This design comes from an exercise in tuning for small area, a short achievable clock period and few clock cycles per item on the open sky130 flow, not from production work. At most, simulation tests tie the RTL to the original design; equivalence was not proved. Power and IR drop assume default switching activity.

## blur_mask_top
module blur_mask_top (
  input  logic                     clock,
  input  logic                     reset,
  input  logic                     pix_write,
  input  logic [4-1:0]     pix_col,
  input  logic [3-1:0]     pix_row,
  input  logic [3*8-1:0] pix_rgb,
  input  logic                     start,
  output logic                     busy,
  output logic                     mask_valid,
  output logic [4-1:0]     mask_col,
  output logic [8-1:0]   mask_bits,
  output logic                     done
);
Size: about 2800 cells after synthesis, roughly 50 I/O pins, roughly 43000 sq um of cells after synthesis.
==> flow/config.mk <==
export PLATFORM = sky130hd
export DESIGN_NAME = blur_mask_top
export DESIGN_NICKNAME = blur_mask_top
export VERILOG_FILES = /design/flow/design.v
export SDC_FILE = /design/flow/constraint.sdc
export NUM_CORES = 4
export LEC_CHECK = 0
export CAP_MARGIN = 20
export CORE_MARGIN = 2
export CORE_UTILIZATION = 40
export CTS_BUF_LIST = sky130_fd_sc_hd__clkbuf_8
export CTS_CLUSTER_SIZE = 30
export SETUP_SLACK_MARGIN = 4.0
export SLEW_MARGIN = 20
==> flow/constraint.sdc <==
create_clock -name core_clock -period 6.0 [get_ports {clock}]
set_input_delay 1.2000 -clock core_clock [delete_from_list [all_inputs] [get_ports {clock}]]
set_output_delay 1.2000 -clock core_clock [all_outputs]
set_load 0.01 [all_outputs]
run.sh (not shown) runs the stock make flow with config.mk's settings and CLKGATE_MAP_FILE= SYNTH_SCRIPT=/design/flow/synth_recipe.tcl, a recipe that flattens the netlist after the stock synthesis.
The first run finished clean.
Edit:
Settings changed: CTS_BUF_LIST sky130_fd_sc_hd__clkbuf_8 to unset, CTS_CLUSTER_SIZE 30 to unset, SETUP_SLACK_MARGIN 4.0 to 3.5.
The new run produced a clean layout.
Clock skew goes down by 0.018 ns.
Hold slack hardly moves.
Power goes up slightly.
Sequential share of layout area goes up by 1.2 points.
Core utilization goes down by 1.1 points.
Count of clock-buffer cells in the layout goes down by 37.
Final cell count goes down by a few percent.
Function was not checked in any run of this note: the RTL went through the layout flow alone.

---

rev 12:
Another version of the RTL of blur_mask_top (not shown whole).
Design blur_mask_top, start of the top module:
module blur_mask_top (
  input  logic                     clock,
  input  logic                     reset,
  input  logic                     pix_write,
  input  logic [4-1:0]     pix_col,
  input  logic [3-1:0]     pix_row,
  input  logic [3*8-1:0] pix_rgb,
  input  logic                     start,
  output logic                     busy,
  output logic                     mask_valid,
  output logic [4-1:0]     mask_col,
  output logic [8-1:0]   mask_bits,
  output logic                     done
);
clock: 6.0 ns
lec_check: 0
cap_margin: 20
core_margin: 2
core_utilization: 40
setup_slack_margin: 4.0
slew_margin: 20
> inputs changed (rev 12 -> rev 13)
Settings: SETUP_SLACK_MARGIN changed from 4.0 to 3.5.
==> results.txt <==
Rev 13 went all the way through the flow, and no timing, DRC or antenna check failed. | worst slack at placement | rev 13 vs rev 12 | 4.4 ps lower |. Rev 13 vs. rev 12: power share of the combinational group fell 2.2 points; worst relative slew slack went up 10 points. [compare] base=rev 12 new=rev 13: met2 routed wirelength moved down; sequential share of power went up by 2.3 points; fraction of area in registers now larger. Relative to rev 12, the number of clock buffer instances in the layout of rev 13 is lower by 14%.
No run of this note included a check of the RTL's function; only the layout flow was run.

---

## job 7909
Another version of the RTL of blur_mask_top (not shown whole).
Size in the first run: ~1000 flip-flops, about 50 I/O pins, roughly 41000 um2 of cells after synthesis.
export LEC_CHECK = 0
export CAP_MARGIN = 20
export CORE_MARGIN = 2
export CORE_UTILIZATION = 65
export CTS_CLUSTER_DIAMETER = 100
export CTS_CLUSTER_SIZE = 30
export SETUP_SLACK_MARGIN = 3.7
export SLEW_MARGIN = 20
create_clock -name core_clock -period 6.0 [get_ports {clock}]
Job 7909 | stages: all done | timing, DRC, antenna: all pass
Testbench counts of job 7909, summed over its fixed seeds: cycles 7,056, frames 48.
Input-level comparison between job 2443 and job 7909:
- CORE_UTILIZATION: 65 -> 40
Results
Job 2443 | stages: all done | timing, DRC, antenna: all pass. Diff job 7909 and job 2443: final-layout worst hold slack higher in job 2443. Register-to-register slack: job 2443 < job 7909. Number of placed cells counting well taps, job 7909 and job 2443: larger value in job 2443. The higher post-route fraction of the period consumed by the critical path came out of job 2443. On maximum operating frequency, job 7909 beats job 2443.
[inputs] job 809 vs job 2443
- CORE_UTILIZATION changed from 40 to 55
Results
Job 809 ran to completion and came out clean on the timing, design-rule and antenna checks. Against job 2443, job 809 reports a relative contribution of the clock network to total power that is lower. Going from job 2443 to job 809, final cell count lost 424; sequential portion of the cell area went up 1.1 points; die area fell 27%. Clock tree cell share of total cell area was higher in the run labelled job 2443. Post-synthesis to final-layout area growth in job 809 is 1.8 points below job 2443. Number of non-clock inverters came out exactly the same in job 809 and job 2443. Final area: job 809 < job 2443. Compared with job 2443, in job 809 number of stages on the worst setup path went up 5, share of the yosys chip area belonging to registers held. Job 809 vs job 2443 — count of clock-buffer cells in the layout dropped by a few percent.

[static timing again, ports no longer ideal]
Ports are ideal in the flow. The routed layouts listed here were re-timed in OpenROAD.
Step 1: set_driving_cell puts a clkbuf_16 on clock and a buf_2 on each other input, an assumption about the parent block.
Step 2 also shifts input and output timing later by t, the mid clock arrival at the registers, as if the neighbouring blocks saw the same clock.
Three values: no drivers, after step 1, after step 2; two values: the first two.
| run | t (ns) | slack for setup (ns) | clock arrival spread, ns |
|---|---|---|---|
| the first run of note 1 | 0.871 | 3.437 / 3.378 / 3.051 | 0.051 / 0.051 |
| the second run of note 1 | 0.741 | 3.552 / 3.478 / 2.898 | 0.034 / 0.034 |
| rev 12 | 0.736 | 3.657 / 3.589 / 3.017 | 0.033 / 0.033 |
| rev 13 | 0.742 | 3.471 / 3.424 / 2.884 | 0.035 / 0.035 |
| job 7909 | 0.671 | 3.708 / 3.644 / 3.101 | 0.028 / 0.028 |
| job 2443 | 0.680 | 3.632 / 3.565 / 3.089 | 0.024 / 0.024 |
| job 809 | 0.693 | 3.674 / 3.616 / 3.027 | 0.046 / 0.046 |
After both steps setup and hold are still met in every run listed. The setup slack of the second run of note 1, which loses most, moves by -0.074 ns with the drivers and by -0.654 ns with both steps.
